This is an optimization exercise on Yosys and OpenROAD, whose aim is small area, a short achievable clock period and few clock cycles per item, not a production implementation.
The RTL was checked by simulation tests, not by an equivalence proof against the original design.
Power is estimated from default activity; no workload was simulated.

==> design.v <==
package shabc_pkg;
  localparam int WORD_W     = 32;
  localparam int HASH_WORDS = 8;
  localparam int MSG_WORDS  = 16;
  localparam int ROUNDS     = 64;
  localparam int ROUND_W    = $clog2(ROUNDS);
  localparam int MSG_IDX_W  = $clog2(MSG_WORDS);
  localparam int HASH_IDX_W = $clog2(HASH_WORDS);
  localparam logic [MSG_IDX_W-1:0]  LAST_MSG_INDEX  = MSG_IDX_W'(MSG_WORDS - 1);
  localparam logic [HASH_IDX_W-1:0] LAST_HASH_INDEX = HASH_IDX_W'(HASH_WORDS - 1);
  localparam logic [ROUND_W-1:0]    LAST_ROUND      = ROUND_W'(ROUNDS - 1);
  typedef logic [WORD_W-1:0] word_t;
  typedef enum logic {
    CMD_LOAD_HASH = 1'b0,
    CMD_MSG_WORD  = 1'b1
  } command_t;
  typedef enum logic [1:0] {
    ST_IDLE,
    ST_ROUND,
    ST_FINAL,
    ST_OUT
  } state_t;
  typedef struct packed {
    logic                 command;
    logic [3:0]           word_index;
    logic [WORD_W-1:0]    data_word;
  } in_item_t;
  typedef struct packed {
    logic [WORD_W-1:0]    digest_word;
    logic [2:0]           digest_index;
    logic                 last_word;
  } out_item_t;
  typedef struct packed {
    logic                 load;
    logic                 step;
    logic [ROUND_W-1:0]   round;
  } dp_ctrl_t;
  function automatic word_t round_k(input logic [ROUND_W-1:0] r);
    case (r)
      6'd0: round_k = 32'h428A2F98;
      6'd1: round_k = 32'h71374491;
      6'd2: round_k = 32'hB5C0FBCF;
      6'd3: round_k = 32'hE9B5DBA5;
      6'd4: round_k = 32'h3956C25B;
      6'd5: round_k = 32'h59F111F1;
      6'd6: round_k = 32'h923F82A4;
      6'd7: round_k = 32'hAB1C5ED5;
      6'd8: round_k = 32'hD807AA98;
      6'd9: round_k = 32'h12835B01;
      6'd10: round_k = 32'h243185BE;
      6'd11: round_k = 32'h550C7DC3;
      6'd12: round_k = 32'h72BE5D74;
      6'd13: round_k = 32'h80DEB1FE;
      6'd14: round_k = 32'h9BDC06A7;
      6'd15: round_k = 32'hC19BF174;
      6'd16: round_k = 32'hE49B69C1;
      6'd17: round_k = 32'hEFBE4786;
      6'd18: round_k = 32'h0FC19DC6;
      6'd19: round_k = 32'h240CA1CC;
      6'd20: round_k = 32'h2DE92C6F;
      6'd21: round_k = 32'h4A7484AA;
      6'd22: round_k = 32'h5CB0A9DC;
      6'd23: round_k = 32'h76F988DA;
      6'd24: round_k = 32'h983E5152;
      6'd25: round_k = 32'hA831C66D;
      6'd26: round_k = 32'hB00327C8;
      6'd27: round_k = 32'hBF597FC7;
      6'd28: round_k = 32'hC6E00BF3;
      6'd29: round_k = 32'hD5A79147;
      6'd30: round_k = 32'h06CA6351;
      6'd31: round_k = 32'h14292967;
      6'd32: round_k = 32'h27B70A85;
      6'd33: round_k = 32'h2E1B2138;
      6'd34: round_k = 32'h4D2C6DFC;
      6'd35: round_k = 32'h53380D13;
      6'd36: round_k = 32'h650A7354;
      6'd37: round_k = 32'h766A0ABB;
      6'd38: round_k = 32'h81C2C92E;
      6'd39: round_k = 32'h92722C85;
      6'd40: round_k = 32'hA2BFE8A1;
      6'd41: round_k = 32'hA81A664B;
      6'd42: round_k = 32'hC24B8B70;
      6'd43: round_k = 32'hC76C51A3;
      6'd44: round_k = 32'hD192E819;
      6'd45: round_k = 32'hD6990624;
      6'd46: round_k = 32'hF40E3585;
      6'd47: round_k = 32'h106AA070;
      6'd48: round_k = 32'h19A4C116;
      6'd49: round_k = 32'h1E376C08;
      6'd50: round_k = 32'h2748774C;
      6'd51: round_k = 32'h34B0BCB5;
      6'd52: round_k = 32'h391C0CB3;
      6'd53: round_k = 32'h4ED8AA4A;
      6'd54: round_k = 32'h5B9CCA4F;
      6'd55: round_k = 32'h682E6FF3;
      6'd56: round_k = 32'h748F82EE;
      6'd57: round_k = 32'h78A5636F;
      6'd58: round_k = 32'h84C87814;
      6'd59: round_k = 32'h8CC70208;
      6'd60: round_k = 32'h90BEFFFA;
      6'd61: round_k = 32'hA4506CEB;
      6'd62: round_k = 32'hBEF9A3F7;
      6'd63: round_k = 32'hC67178F2;
      default: round_k = '0;
    endcase
  endfunction
endpackage
module shabc_round (
  input  logic [7:0][31:0] v_in,
  input  logic [31:0]      hkw,
  input  logic             rnd_en,
  input  logic [31:0]      a_alt,
  input  logic [31:0]      e_alt,
  output logic [7:0][31:0] v_out
);
  function automatic logic [31:0] rotr(input logic [31:0] x, input int n);
    rotr = (x >> n) | (x << (32 - n));
  endfunction
  function automatic logic [63:0] csa(input logic [31:0] x, input logic [31:0] y,
                                      input logic [31:0] z);
    logic [31:0] s, c;
    s   = x ^ y ^ z;
    c   = (x & y) | (x & z) | (y & z);
    csa = {c[30:0], 1'b0, s};
  endfunction
  function automatic logic [31:0] ks_add(input logic [31:0] x, input logic [31:0] y,
                                         input logic sel, input logic [31:0] alt);
    logic [31:0] g, p, p0;
    g  = x & y;
    p  = x ^ y;
    p0 = p;
    for (int d = 1; d < 32; d = d * 2) begin
      for (int i = 31; i >= d; i--) begin
        g[i] = g[i] | (p[i] & g[i-d]);
        p[i] = p[i] & p[i-d];
      end
    end
    ks_add = (sel ? p0 : alt) ^ ({g[30:0], 1'b0} & {32{sel}});
  endfunction
  logic [31:0] a, b, c, d, e, f, g;
  logic [31:0] s0, s1, ch, maj;
  logic [63:0] y1, y2, y3, y4, y5;
  always_comb begin
    a = v_in[0]; b = v_in[1]; c = v_in[2]; d = v_in[3];
    e = v_in[4]; f = v_in[5]; g = v_in[6];
    s0  = rotr(a, 2) ^ rotr(a, 13) ^ rotr(a, 22);
    s1  = rotr(e, 6) ^ rotr(e, 11) ^ rotr(e, 25);
    ch  = (e & f) ^ (~e & g);
    maj = (a & b) ^ (a & c) ^ (b & c);
    y1 = csa(d, hkw, ch);
    y2 = csa(y1[31:0], y1[63:32], s1);
    y3 = csa(hkw, ch, maj);
    y4 = csa(y3[31:0], y3[63:32], s1);
    y5 = csa(y4[31:0], y4[63:32], s0);
    v_out = {g, f, e, ks_add(y2[31:0], y2[63:32], rnd_en, e_alt), c, b, a,
             ks_add(y5[31:0], y5[63:32], rnd_en, a_alt)};
  end
endmodule
module sha256_block_compress (
  input  logic        clk,
  input  logic        rst,
  input  logic        start,
  output logic        busy,
  input  logic [36:0] item,
  output logic [35:0] result,
  output logic        result_strobe
);
  logic        cq_v, cq_ld, cq_go, cq_mw;
  logic [7:0]  cq_lsel;    
  logic [15:0] cq_msel;    
  logic [36:0] cq;
  logic [3:0]  idx;
  logic [31:0] data;
  assign idx  = cq[35:32];
  assign data = cq[31:0];
  logic [7:0][31:0]  hash;
  logic [7:0][31:0]  v, v_rnd;
  logic [15:0][31:0] msg, win;
  logic [31:0]       hkw, k_t;    
  logic              act, com, fin, ob, ooo;
  logic [3:0]        nexp;
  logic [5:0]        kcnt;        
  logic [2:0]        oidx;
  function automatic logic [31:0] rotr(input logic [31:0] x, input int n);
    rotr = (x >> n) | (x << (32 - n));
  endfunction
  logic accept, go, do_load, do_msg, run, inord;
  assign run     = act && com;
  assign accept  = cq_v && !busy;
  assign go      = accept && cq_go;
  assign do_load = accept && cq_ld;
  assign do_msg  = accept && cq_mw;
  assign inord   = !ooo && (idx == nexp);
  logic [3:0]  ridx;       
  logic [31:0] w_msg, w_sched, w_next;
  assign w_msg   = msg[ridx];
  logic [31:0] pre_s, pre_c, pre_s_d, pre_maj, s0_pre;
  assign s0_pre  = rotr(win[13], 7) ^ rotr(win[13], 18) ^ (win[13] >> 3);
  assign pre_s_d = win[5] ^ s0_pre ^ win[14];
  assign pre_maj = (win[5] & s0_pre) | (win[5] & win[14]) | (s0_pre & win[14]);
  assign w_sched = (rotr(win[1], 17) ^ rotr(win[1], 19) ^ (win[1] >> 10))
                 + pre_s + pre_c;
  assign w_next  = (kcnt < 6'd15) ? w_msg : w_sched;
  logic [31:0] hkw_next, hkw_h, hkw_k, hkw_w;
  assign hkw_h    = act ? v[6]   : hash[7];
  assign hkw_k    = act ? k_t    : shabc_pkg::round_k(6'd0);
  assign hkw_w    = act ? win[0] : msg[0];
  assign hkw_next = hkw_h + hkw_k + hkw_w;
  logic spec_ok, cont, begin_now;
  assign spec_ok   = !do_load && !(do_msg && !inord) && !ooo
                   && (kcnt < 6'd14) && ({2'b00, ridx} < {2'b00, nexp});
  assign cont      = com ? (kcnt != 6'd0) : spec_ok;
  assign begin_now = go || com
                   || (!fin && !do_load && !(do_msg && !inord) && !ooo && (nexp >= 4'd2));
  shabc_round u_round (
    .v_in  (v),
    .hkw   (hkw),
    .rnd_en(act),
    .a_alt (hash[0]),
    .e_alt (hash[4]),
    .v_out (v_rnd)
  );
  logic        cq_v_d, cq_ld_d, cq_go_d, cq_mw_d, act_d, com_d, fin_d, ob_d, busy_d;
  logic [36:0] cq_d;
  logic [7:0]  cq_lsel_d;
  logic [15:0] cq_msel_d;
  logic [5:0]  kcnt_d;
  logic [2:0]  oidx_d;
  logic [3:0]  i_d;
  always_comb begin
    if (start && !busy) begin
      cq_d      = item;
      cq_ld_d   = !item[36] && !item[35];
      cq_go_d   = item[36] && (item[35:32] == 4'd15);
      cq_mw_d   = item[36];
      cq_lsel_d = (!item[36] && !item[35]) ? 8'(1) << item[34:32] : 8'd0;
      cq_msel_d = item[36] ? 16'(1) << item[35:32] : 16'd0;
    end else begin
      cq_d      = cq;
      cq_ld_d   = cq_ld;
      cq_go_d   = cq_go;
      cq_mw_d   = cq_mw;
      cq_lsel_d = cq_lsel;
      cq_msel_d = cq_msel;
    end
    cq_v_d = (start && !busy) || (cq_v && busy);
    i_d    = cq_d[35:32];
    fin_d  = run && (kcnt == 6'd0);
    com_d  = go || (com && !fin_d);
    act_d  = act ? cont : begin_now;
    kcnt_d = act ? (cont ? kcnt + 6'd1 : 6'd0) : (begin_now ? 6'd1 : 6'd0);
    ob_d   = fin || (ob && (oidx != 3'd7));
    oidx_d = fin ? 3'd0 : oidx + 3'd1;
    busy_d = cq_v_d && (
        (cq_ld_d && (com_d || fin_d || (ob_d && (i_d[2:0] > oidx_d))))
     || (cq_go_d && (com_d || fin_d))
     || (cq_mw_d && go && (i_d > 4'd1))
     || (cq_mw_d && com && !act && (i_d > 4'd2))
     || (cq_mw_d && run && (kcnt != 6'd0) && (kcnt < 6'd14)
         && ({2'b00, i_d} > kcnt + 6'd2)));
  end
  always_ff @(posedge clk) begin
    cq    <= cq_d;
    cq_ld <= cq_ld_d;
    cq_go <= cq_go_d;
    cq_mw <= cq_mw_d;
    cq_lsel <= cq_lsel_d;
    cq_msel <= cq_msel_d;
    ridx  <= 4'(kcnt_d + 6'd1);
    kcnt  <= kcnt_d;
    oidx  <= oidx_d;
    if (rst) begin
      cq_v  <= 1'b0;
      busy  <= 1'b0;
      act   <= 1'b0;
      com   <= 1'b0;
      fin   <= 1'b0;
      ob    <= 1'b0;
      nexp  <= '0;
      ooo   <= 1'b0;
    end else begin
      cq_v  <= cq_v_d;
      busy  <= busy_d;
      act   <= act_d;
      com   <= com_d;
      fin   <= fin_d;
      ob    <= ob_d;
      if (go) begin
        nexp <= '0;
        ooo  <= 1'b0;
      end else if (do_msg) begin
        if (inord) nexp <= nexp + 4'd1;
        else       ooo  <= 1'b1;
      end
    end
  end
  logic hadd;
  assign hadd = fin || (run && (kcnt >= 6'd62 || kcnt == 6'd0));
  always_ff @(posedge clk) begin
    if (rst) begin
      hash <= '0;
    end else if (hadd) begin
      hash[3:1] <= hash[2:0];
      hash[0]   <= hash[3] + v[0];
      hash[7:5] <= hash[6:4];
      hash[4]   <= hash[7] + v[4];
    end else begin
      for (int i = 0; i < 8; i++)
        if (accept && cq_lsel[i]) hash[i] <= data;
    end
  end
  always_ff @(posedge clk) begin
    for (int j = 0; j < 16; j++)
      if (accept && cq_msel[j]) msg[j] <= data;
  end
  always_ff @(posedge clk) begin
    for (int i = 0; i < 8; i++)
      v[i] <= (act || i == 0 || i == 4) ? v_rnd[i] : hash[i];
    hkw       <= hkw_next;
    k_t       <= act ? shabc_pkg::round_k(kcnt + 6'd1) : shabc_pkg::round_k(6'd1);
    win[15:2] <= win[14:1];
    pre_s     <= pre_s_d;
    pre_c     <= {pre_maj[30:0], 1'b0};
    win[1]    <= act ? win[0] : msg[0];
    win[0]    <= w_next;    
  end
  always_ff @(posedge clk) begin
    if (rst) result_strobe <= 1'b0;
    else     result_strobe <= ob;
    result <= {hash[oidx], oidx, (oidx == 3'd7)};
  end
endmodule
==> run.sh <==
#!/bin/bash
# synth_recipe.tcl (not shown) runs the flow's synth.tcl, then flattens the netlist and writes it again
# the make line also repeats each setting of config.mk as NAME=value (left out here)
make -C /OpenROAD-flow-scripts/flow DESIGN_CONFIG=/design/flow/config.mk WORK_HOME=/design/flow/orfs CLKGATE_MAP_FILE= SYNTH_SCRIPT=/design/flow/synth_recipe.tcl finish
==> config.mk <==
export PLATFORM = sky130hd
export DESIGN_NAME = sha256_block_compress
export DESIGN_NICKNAME = sha256_block_compress
export VERILOG_FILES = /design/flow/design.v
export SDC_FILE = /design/flow/constraint.sdc
export NUM_CORES = 4
export LEC_CHECK = 0
export CAP_MARGIN = 20
export CORE_MARGIN = 2
export CORE_UTILIZATION = 65
export CTS_CLUSTER_DIAMETER = 80
export CTS_CLUSTER_SIZE = 24
export SETUP_SLACK_MARGIN = 4.6
export SLEW_MARGIN = 20
==> constraint.sdc <==
create_clock -name core_clock -period 9.0 [get_ports {clk}]
set_input_delay 1.8000 -clock core_clock [delete_from_list [all_inputs] [get_ports {clk}]]
set_output_delay 1.8000 -clock core_clock [all_outputs]
set_load 0.01 [all_outputs]
==> results of run 1 <==
through the flow:
step                      hold WS [ns]  instance area [µm²]
after floorplan                  0.310                78000
after global placement           0.310                80200
after detailed placement         0.312                80200
after CTS                        0.329                83700
after global routing             0.332                84400
final                            0.321                84400
final timing paths:
path	start	to	slack [ns]	cells after the start
max	v[157]	v[29]	4.34	16
max reg2reg	v[157]	v[29]	4.34	16
min	win[244]	win[276]	0.32	0
min reg2reg	win[244]	win[276]	0.32	0
registers in the layout, indices dropped and copies added (netlist names), 3 cells and up:
register  flops
msg         512
win         480
hash        256
v           224
result       36
data         32
hkw          32
k_t          32
pre_s        32
pre_c        31
cq_msel      16
cq_lsel       8
kcnt          6
idx           4
nexp          4
ridx          4
oidx          3
cells by family after synthesis:
group                      count (synthesis)  share of synthesized area
DFF                                     1723                      0.515
xor gates and xnor gates                 418                     0.0471
buffers and inverters                   1000                     0.0499
adders and majority gates                474                     0.0999
and+or+nand+nor                         1067                     0.0625
AOI/OAI and AO/OA                       1318                      0.111
muxes                                    577                      0.115
power breakdown:
part	total, mW	switching (mW)	internal (mW)
Combinational	3.36	2.03	1.34
Sequential	8.60	0.285	8.31
Clock	4.62	2.62	2.00
Total	16.6	4.93	11.6
metal layers:
metal	share of wire	GRT usage	up-vias
met1	0.41	0.553	26300
met5	0.000098	0	-
met4	0.047	0.154	4
met2	0.43	0.562	2892
li1	-	-	23000
met3	0.11	0.0869	500
cells in the final DEF (no fill, tap or decap), types with 75 or more instances in the layout:
cell / synthesis / layout
dfxtp_1: 1155 / 1087
inv_1: 593 / 588
edfxtp_1: 568 / 568
nand2_1: 435 / 434
a21oi_1: 398 / 387
mux2_2: 277 / 274
xnor2_1: 278 / 267
nor2_1: 258 / 253
fa_1: 248 / 248
mux4_2: 225 / 225
ha_1: 225 / 213
a22oi_1: 189 / 189
o21ai_0: 209 / 183
buf_4: 15 / 143
xor2_1: 139 / 137
a21o_1: 95 / 95
clkbuf_16: 0 / 93
nand3_1: 85 / 83
clkdlybuf4s50_1: 0 / 76
a211oi_1: 78 / 75
area by class of cell:
cell class / instances / share of cell area
Inverter: 594 / 0.0264
Antenna cell: 1 / 0.0000297
Clock buffer: 118 / 0.0287
Sequential cell: 1723 / 0.478
Clock inverter: 29 / 0.00503
Tap cell: 1612 / 0.0239
Timing Repair Buffer: 238 / 0.0264
Multi-Input combinational cell: 3854 / 0.411
critical path: cells and delay by family (launching register included):
kind	cells	cell delay (ns)
adder cells (fa/ha/maj)	3	1.33
buffers and inverters	3	0.27
AND/OR/NAND/NOR	2	0.73
AO/OA/AOI/OAI	5	0.70
flip-flops	1	0.73
XOR/XNOR	2	0.50
multiplexers	1	0.26
timing repair:
action | 4_1_cts | 5_1_grt
buffers inserted | 32 | 16
setup endpoints to repair | 106 | 102
pin swaps | 21 | 25
resized for setup | 133 | 111
cloned | 2 | 2
==> impl_metrics.toml, run 1 <==
[die]
rows = 127
ios = 78
die_w_um = 350
die_area_um2 = 123000
fp.coreArea_um2 = 119000
initial_utilization = 0.653
die_h_um = 350

[grt]
grt_pass1_vias = 51400
grt_pass1_wl_um = 344000
grt_overflow = 0
grt_start_max_net_pins = 156
track_usage = 0.382
grt_antenna_before_repair = 3

[sta]
setup_viol = 0
worst_pin_slew_ns = 1.23
fmax_mhz = 215
fin_setup_tns_ns = 0
report.final.slew_viol_count = 0
relSlewSlack = 0.175
finalCriticalPeriod_ns = 4.66
rsz0062_at_grt = "yes"
fin_skew_ns = 0.0490
period_share = 0.517
finalHoldViolations = 0
setup_slack_ns = 4.34

[clocking]
cts.reportedPaths.clkPinSlew_ns = 0.10
cts-hold-fix-buffers = 0
cts_num_sinks = 1723
h-tree-depth = 3
clk_path_buf_depth = 3
cts_tree = "yes"
cts_made_buffers = 89
root_buffer = "clkbuf_16"
insertion_delay_ns = 0.75

[worst_setup_path]
cp.arrival_ns = 5.27
crit_fanout = 6
critical-path-max-stage-delay_ns = 0.73
required_ns = 9.61
worstSetupPathType = "reg2reg"
crit_chain = "xnor2_1 -> fa_1 -> inv_1 -> fa_1 -> inv_2 -> ha_4 -> o21ai_2 -> o21a_2 -> or4_4 -> nand4_1 -> o211ai_1 -> buf_4 -> a21boi_4 -> a31oi_4 -> xnor2_1 -> mux2_2"
crit_slowest_cell = "dfxtp_1"
cp-start-kind = "register"
worst_setup_path_end_kind = "register"

[synthesis]
syn-instance-count = 6577
synth_fp_nets = 7090
yosysTopAreaCell = "dfxtp_1"
synth.avg_cell_area_um2 = 11.9
yosys.cell_count.top_type = "dfxtp_1"
synth_seq_area_share = 0.515
synth_commonest_cells = "dfxtp_1, inv_1, edfxtp_1"
synth_edf_count = 568
synth_top_cell_area_share = 0.296
synth_cell_types = 89
async_flop_share = 0
synth_area_leaders = "dfxtp_1, edfxtp_1, mux4_2"
synth_area_um2 = 78000
synthFlopType = "dfxtp_1"
ys_ff_latch = 1723
yosys_warnings = 2

[cells_and_area]
nFillCells = 8610
stdcell_count = 8169
syn_to_final_growth_pct = 8.18
nets = 7013
final_core_util = 0.706
multi_input_area_um2 = 34700
ff_latch_area_um2 = 40300
layout-drive-gt1-share = 0.156

[min_path]
worstHoldPathType = "reg2reg"

[routing]
vias_per_cell = 6.45
postRouteAntennaNets = 0
drtIter0Drc = 6408
drtPass1Iterations = 6
drt-total-wl_um = 235000
routedWlPerCell_um = 28.8
vias = 52700
drc = 0

[outcome]
outcome = "finished clean"

[placement]
dpl.hpwl_um = 164000
dp_slack_ns = 3.85
post-place-cells = 7968
place_congestion = 0.994
io_buffers = 77

[power]
leakagePower_nw = 33.4
p_per_area_nw_per_um2 = 196
finalPower_mw = 16.6
ir_drop_mv = 0.206

[job]
maxCapViolations = 0
Testbench counts, summed over its fixed seeds: cycles 22,110, blocks 320.
==> run 2: changes to the inputs <==
--- a/config.mk
+++ b/config.mk
@@ -7,7 +7,7 @@
 export LEC_CHECK = 0
 export CAP_MARGIN = 20
 export CORE_MARGIN = 2
-export CORE_UTILIZATION = 65
+export CORE_UTILIZATION = 70
 export CTS_CLUSTER_DIAMETER = 80
 export CTS_CLUSTER_SIZE = 24
 export SETUP_SLACK_MARGIN = 4.6
==> run 2 against run 1 <==
  * Final cell count fell by 1.9%
  * Clock-buffer cell count decreased by 6
  * Die area decreased by 7.1%
  * Clock skew increased by 0.0057 ns
  * Sequential cell count unchanged
  * Via count increased by 2.0%
  * Highest routed layer unchanged
  * Combinational power is essentially flat
  * Largest power group unchanged
  * Non-clock buffer count down 17
==> impl_metrics.toml, run 2 <==
[outcome]
outcome = "finished clean"

[clocking]
cts_tree = "yes"
h-tree-depth = 3
insertion_delay_ns = 0.75
cts_made_buffers = 85
cts_num_sinks = 1723
clk_path_buf_depth = 3
cts.reportedPaths.clkPinSlew_ns = 0.10
root_buffer = "clkbuf_16"

[placement]
dp_slack_ns = 3.50
place_congestion = 1.03
io_buffers = 77
dpl.hpwl_um = 163000

[sta]
finalCriticalPeriod_ns = 4.65
rsz0062_at_grt = "yes"
report.final.slew_viol_count = 0
setup_slack_ns = 4.35
period_share = 0.517
fmax_mhz = 215
fin_skew_ns = 0.0547
setup_viol = 0
worst_pin_slew_ns = 1.22
finalHoldViolations = 0
relSlewSlack = 0.188
fin_setup_tns_ns = 0

[routing]
drtPass1Iterations = 8
vias = 53700
drtIter0Drc = 7645
drt-total-wl_um = 239000
drc = 0
postRouteAntennaNets = 0
vias_per_cell = 6.70
routedWlPerCell_um = 29.8

[cells_and_area]
nets = 6994
largestRegisters = "msg x512, win x480, hash x256"
layout-drive-gt1-share = 0.152
mostFrequentLayoutCell = "dfxtp_1"
syn_to_final_growth_pct = 7.48
largest-register = "msg"
largest_reg_flops = 512
final_cell_mix = "dfxtp_1, inv_1, edfxtp_1, nand2_1, a21oi_1"

[grt]
grt_overflow = 0
grt_start_max_net_pins = 108
grt_pass1_wl_um = 347000
track_usage = 0.419
grt_antenna_before_repair = 14
grt_pass1_vias = 52400

[die]
die_w_um = 338
rows = 122
fp.coreArea_um2 = 111000
die_area_um2 = 114000
die_h_um = 338
ios = 78
initial_utilization = 0.706

[min_path]
hold_start = "win[138]"
min_path_cells = 0
holdPathEnd = "win[170]"
worstHoldPathType = "reg2reg"

[synthesis]
synth_commonest_cells = "dfxtp_1, inv_1, edfxtp_1"
synth_cell_types = 89
yosysTopAreaCell = "dfxtp_1"
async_flop_share = 0
syn-instance-count = 6577
synth_edf_count = 568
synth.avg_cell_area_um2 = 11.9
synth_seq_area_share = 0.515
synth_top_cell_area_share = 0.296
ys_ff_latch = 1723
yosys.cell_count.top_type = "dfxtp_1"
yosys_warnings = 2
synth_fp_nets = 7090
synth_area_leaders = "dfxtp_1, edfxtp_1, mux4_2"
synth_area_um2 = 78000
synthFlopType = "dfxtp_1"

[worst_setup_path]
crit_fanout = 4
ff2ff_setup_slack_ns = 4.35
worstSetupPathType = "reg2reg"
rr_worst_depth = 19
worst_setup_path_end_kind = "register"
reg2reg_to = "v[28]"
cp.arrival_ns = 5.29
cp-start-kind = "register"
reg2reg_from = "v[43]"
required_ns = 9.64

[power]
leakagePower_nw = 33.2
finalPower_mw = 16.4
ir_drop_mv = 0.331
p_per_area_nw_per_um2 = 196

[job]
maxCapViolations = 0
-- run 2: how the worst max path moves through the flow --
stage                     start       to  slack [ns]  cells past startpoint
after floorplan            v[4]    v[29]        4.62                     19
after global placement      act  hkw[31]        3.58                     16
after detailed placement    act  hkw[31]        3.50                     16
after CTS                 v[10]    v[28]        4.48                     19
after global routing      v[25]    v[31]        4.19                     14
final                     v[43]    v[28]        4.35                     19
-- run 2: area by class of cell --
| cell class | count | area (µm²) |
|---|---|---|
| diodes | 3 | 7.51 |
| clock buffers | 112 | 2250 |
| clock inverters | 19 | 349 |
| fillers | 7187 | 26700 |
| inverters | 594 | 2240 |
| multi-input cells | 3855 | 34700 |
| flip-flops and latches | 1723 | 40400 |
| well taps | 1488 | 1860 |
| repair buffers | 221 | 2050 |
| repair inverters | 1 | 5.00 |
-- run 2: kinds of logic (layout without fill, tap and decap cells) --
family	Yosys count	in the layout	share of synthesized area
flip-flops	1723	1723	0.515
AO/OA/AOI/OAI	1318	1318	0.111
AND/OR/NAND/NOR	1067	1068	0.0625
buffers and inverters	1000	947	0.0499
multiplexers	577	577	0.115
adder cells (fa/ha/maj)	474	474	0.0999
XOR/XNOR	418	418	0.0471
other	0	3	0
-- run 2: where the power goes --
group / internal [mW] / switching [mW]
logic: 1.34 / 2.02
clock network: 1.88 / 2.57
registers: 8.31 / 0.298
total: 11.5 / 4.89
-- run 2: timing repair --
item                       4_1_cts  5_1_grt
hold buffers                     0        0
setup endpoints to repair      251      219
gates cloned                     3        0
pin swaps                       18       15
buffers inserted                39       12
resized for setup              170       68
-- run 2: layer usage --
metal,vias up,share of wire,track usage
li1,22900,-,-
met3,703,0.12,0.104
met5,-,0.00014,0
met2,3693,0.44,0.629
met4,6,0.057,0.189
met1,26400,0.38,0.582
-- run 2: metrics by stage --
| stage | util | cell area (µm²) | hold WS, ns | instances |
|---|---|---|---|---|
| after floorplan | - | 78000 | 0.310 | 6577 |
| after global placement | 0.723 | 79800 | 0.310 | 7821 |
| after detailed placement | 0.723 | 79900 | 0.312 | 7822 |
| after CTS | 0.754 | 83300 | 0.323 | 7995 |
| after global routing | 0.758 | 83800 | 0.329 | 8013 |
| final | 0.759 | 83800 | 0.324 | 8016 |
-- run 2: worst max-delay path: stages (launching register included) --
cell	delay (ns)
dfxtp_1	0.40
a21o_1	0.15
o21ai_2	0.07
fa_1	0.51
inv_1	0.06
fa_1	0.51
inv_1	0.05
fa_1	0.49
inv_1	0.07
ha_4	0.27
and3_4	0.18
nand3_2	0.08
or4_4	0.57
nand4_1	0.13
o211ai_1	0.09
buf_4	0.16
a21boi_4	0.25
o21ai_2	0.11
a21o_1	0.20
a31o_2	0.23

==> port drivers added, routing unchanged <==
In the flow no input, the clock included, has a driving cell. The finished layouts below were timed again as built, in two steps. Step 1 (the two cells are an assumption about what drives the block):
set clk [get_ports {clk}]
set_driving_cell -lib_cell sky130_fd_sc_hd__clkbuf_16 $clk
set_driving_cell -lib_cell sky130_fd_sc_hd__buf_2 [delete_from_list [all_inputs] $clk]
Step 2 also shifts input and output timing later by t, the mid clock arrival at the registers, as if the neighbouring blocks saw the same clock. Three values: no drivers, after step 1, after step 2; two values: the first two.
run | t (ns) | setup WS [ns] | hold WS [ns] | worst register clock-pin slew, ns
run 1 | 0.806 | 4.344 / 4.344 / 4.344 | 0.321 / 0.321 / 0.321 | 0.10 / 0.10
run 2 | 0.801 | 4.347 / 4.347 / 4.347 | 0.324 / 0.324 / 0.324 | 0.11 / 0.11
After both steps every run listed still meets setup and hold.
